Context: an optimization exercise on an open-source flow, tuned for small area, a short achievable clock period and few clock cycles per item. The choices shown serve that exercise and are no tape-out recipe.
Function was checked by simulation only, so behaviour that the tests miss may differ from the original.

## 02-01
// dual_velocity_pi_feedforward
module dual_velocity_pi_feedforward (
	input  logic               clk,
	input  logic               arst_n,
	input  logic               sample_valid,
	output logic               sample_ready,
	input  logic signed [15:0] sample_target_a,
	input  logic signed [15:0] sample_target_b,
	input  logic signed [15:0] sample_speed_a,
	input  logic signed [15:0] sample_speed_b,
	output logic               command_valid,
	input  logic               command_ready,
	output logic signed [10:0] command_drive_a,
	output logic signed [10:0] command_drive_b,
	input  logic               cfg_valid,
	output logic               cfg_ready,
	input  logic [2:0]         cfg_index,
	input  logic [15:0]        cfg_data
);
Size: about 9400 cells after synthesis, about 1300 flip-flops, roughly 96000 um2 of cells after synthesis.
export LEC_CHECK = 0
export ABC_AREA = 1
export CAP_MARGIN = 20
export CORE_MARGIN = 2
export CORE_UTILIZATION = 60
export CTS_CLUSTER_DIAMETER = 90
export CTS_CLUSTER_SIZE = 28
export SLEW_MARGIN = 20
export SYNTH_HIERARCHICAL = 1
export SYNTH_MINIMUM_KEEP_SIZE = 0
create_clock -name core_clock -period 11.0 [get_ports {clk}]
standard.sh (not shown) runs the stock make flow with config.mk's settings and CLKGATE_MAP_FILE= SYNTH_SCRIPT=/design/flow/synth_recipe.tcl, a recipe that flattens the netlist after the stock synthesis.
==> flow/flow/run.sh <==
#!/bin/bash
set -euo pipefail
bash standard.sh SETUP_SLACK_MARGIN=${SETUP_MARGIN:-7.5} \
	"BUFFER_PORTS_ARGS=-buffer_cell sky130_fd_sc_hd__buf_2" finish > standard.log 2>&1
Testbench counts of 02-01, summed over its fixed seeds: cycles 16,224, items 16,000.
For 04-04, these inputs were changed with respect to 02-01:
# 02-01
export LEC_CHECK = 0
export ABC_AREA = 1
export CAP_MARGIN = 20
export CORE_MARGIN = 2
export CORE_UTILIZATION = 60
export CTS_CLUSTER_DIAMETER = 90
export CTS_CLUSTER_SIZE = 28
export SLEW_MARGIN = 20
export SYNTH_HIERARCHICAL = 1
export SYNTH_MINIMUM_KEEP_SIZE = 0
create_clock -name core_clock -period 11.0 [get_ports {clk}]
# 04-04
export LEC_CHECK = 0
export CAP_MARGIN = 20
export CORE_MARGIN = 2
export CORE_UTILIZATION = 60
export CTS_CLUSTER_DIAMETER = 80
export CTS_CLUSTER_SIZE = 24
export SLEW_MARGIN = 20
export SYNTH_HIERARCHICAL = 1
export SYNTH_MINIMUM_KEEP_SIZE = 0
create_clock -name core_clock -period 11.0 [get_ports {clk}]
--- a/flow/flow/run.sh
+++ b/flow/flow/run.sh
@@ -3 +3 @@
-bash standard.sh SETUP_SLACK_MARGIN=${SETUP_MARGIN:-7.5} \
+bash standard.sh SETUP_SLACK_MARGIN=${SETUP_MARGIN:-7.45} \
Notes after the runs:
- 02-01 → 04-04: number of filler instances in the final layout saw a decrease; clock network area share rose by 0.52 points; layout buffering overhead excluding clock cells now sits lower; sequential fraction of the synthesis area comparable.
- Taking 02-01 as the reference, in 04-04 required time at the worst-slack endpoint now sits lower, core utilization now sits lower, count of non-CTS inverters in the layout now sits lower.
- Going from 02-01 to 04-04, worst slew margin relative to its limit went down 9.9 points, share of synthesized area spent on multiplexers rose 2.1 points, insertion delay to the later sink of the worst-skew pair increased 0.04 ns, setup slack went up.

* * *

dual_velocity_pi_feedforward, a different RTL version from the one above (not shown whole).
Size in the first run: ~8500 cells after synthesis, roughly 1300 flip-flops, about 0.095 mm² of cells after synthesis.
export LEC_CHECK = 0
export CAP_MARGIN = 20
export CORE_MARGIN = 2
export CORE_UTILIZATION = 60
export CTS_CLUSTER_DIAMETER = 90
export CTS_CLUSTER_SIZE = 28
export SLEW_MARGIN = 20
export SYNTH_HIERARCHICAL = 1
export SYNTH_MINIMUM_KEEP_SIZE = 0
create_clock -name core_clock -period 11.0 [get_ports {clk}]
==> flow/flow/run.sh <==
#!/bin/bash
set -euo pipefail
bash standard.sh SETUP_SLACK_MARGIN=${SETUP_MARGIN:-7.6} \
	"BUFFER_PORTS_ARGS=-buffer_cell sky130_fd_sc_hd__buf_2" finish > standard.log 2>&1
Testbench counts at the start, summed over its fixed seeds: cycles 16,224, items 16,000.
Next try:
==> flow/flow/run.sh (replaced) <==
#!/bin/bash
set -euo pipefail
bash standard.sh SETUP_SLACK_MARGIN=${SETUP_MARGIN:-7.55} \
	"BUFFER_PORTS_ARGS=-buffer_cell sky130_fd_sc_hd__buf_2" finish > standard.log 2>&1
CTS_CLUSTER_DIAMETER = 100   (was 90)
CTS_CLUSTER_SIZE = 30   (was 28)
Effect: The new run finished clean. Worst setup slack is worse by 0.053 ns. Utilization came out lower by 0.56 points. Wire length went down slightly. Final area went down slightly. Final cell count barely changes. Synthesized area is unchanged.

port drivers added, routing unchanged:
The results above use ideal ports. As a check the final layouts listed here were re-extracted and re-timed, cells and wires unchanged. Step 1, drivers: a clkbuf_16 drives clk and a buf_2 each remaining input, both assumed. Step 2 moves the port delays by t, midway between the first and last clock arrival at a register: inputs arrive t later, outputs are due t later. That takes back most of the time a late clock gives input paths. Three values: no drivers, after step 1, after step 2; two values: the first two.
| run | t, ns | slack for setup (ns) | worst setup path after step 2 | slew at the worst register clock pin (ns) | cell pins on the clock port's net |
|---|---|---|---|---|---|
| 02-01 | 0.796 | 7.482 / 7.403 / 7.071 | input, reset recovery | 0.12 / 0.12 | 1 |
| 04-04 | 0.816 | 7.495 / 7.429 / 7.148 | input to register | 0.10 / 0.10 | 1 |
| the first run of note 2 | 0.789 | 7.554 / 7.460 / 7.022 | input to register | 0.11 / 0.11 | 1 |
| the second run of note 2 | 0.807 | 7.502 / 7.409 / 7.089 | input, reset recovery | 0.12 / 0.12 | 1 |
After both steps every run listed still meets setup and hold. For the first run of note 2, which loses most, drivers alone change the setup slack by -0.094 ns; drivers and shift together by -0.532 ns. The worst setup slack also covers recovery checks on asynchronous resets.
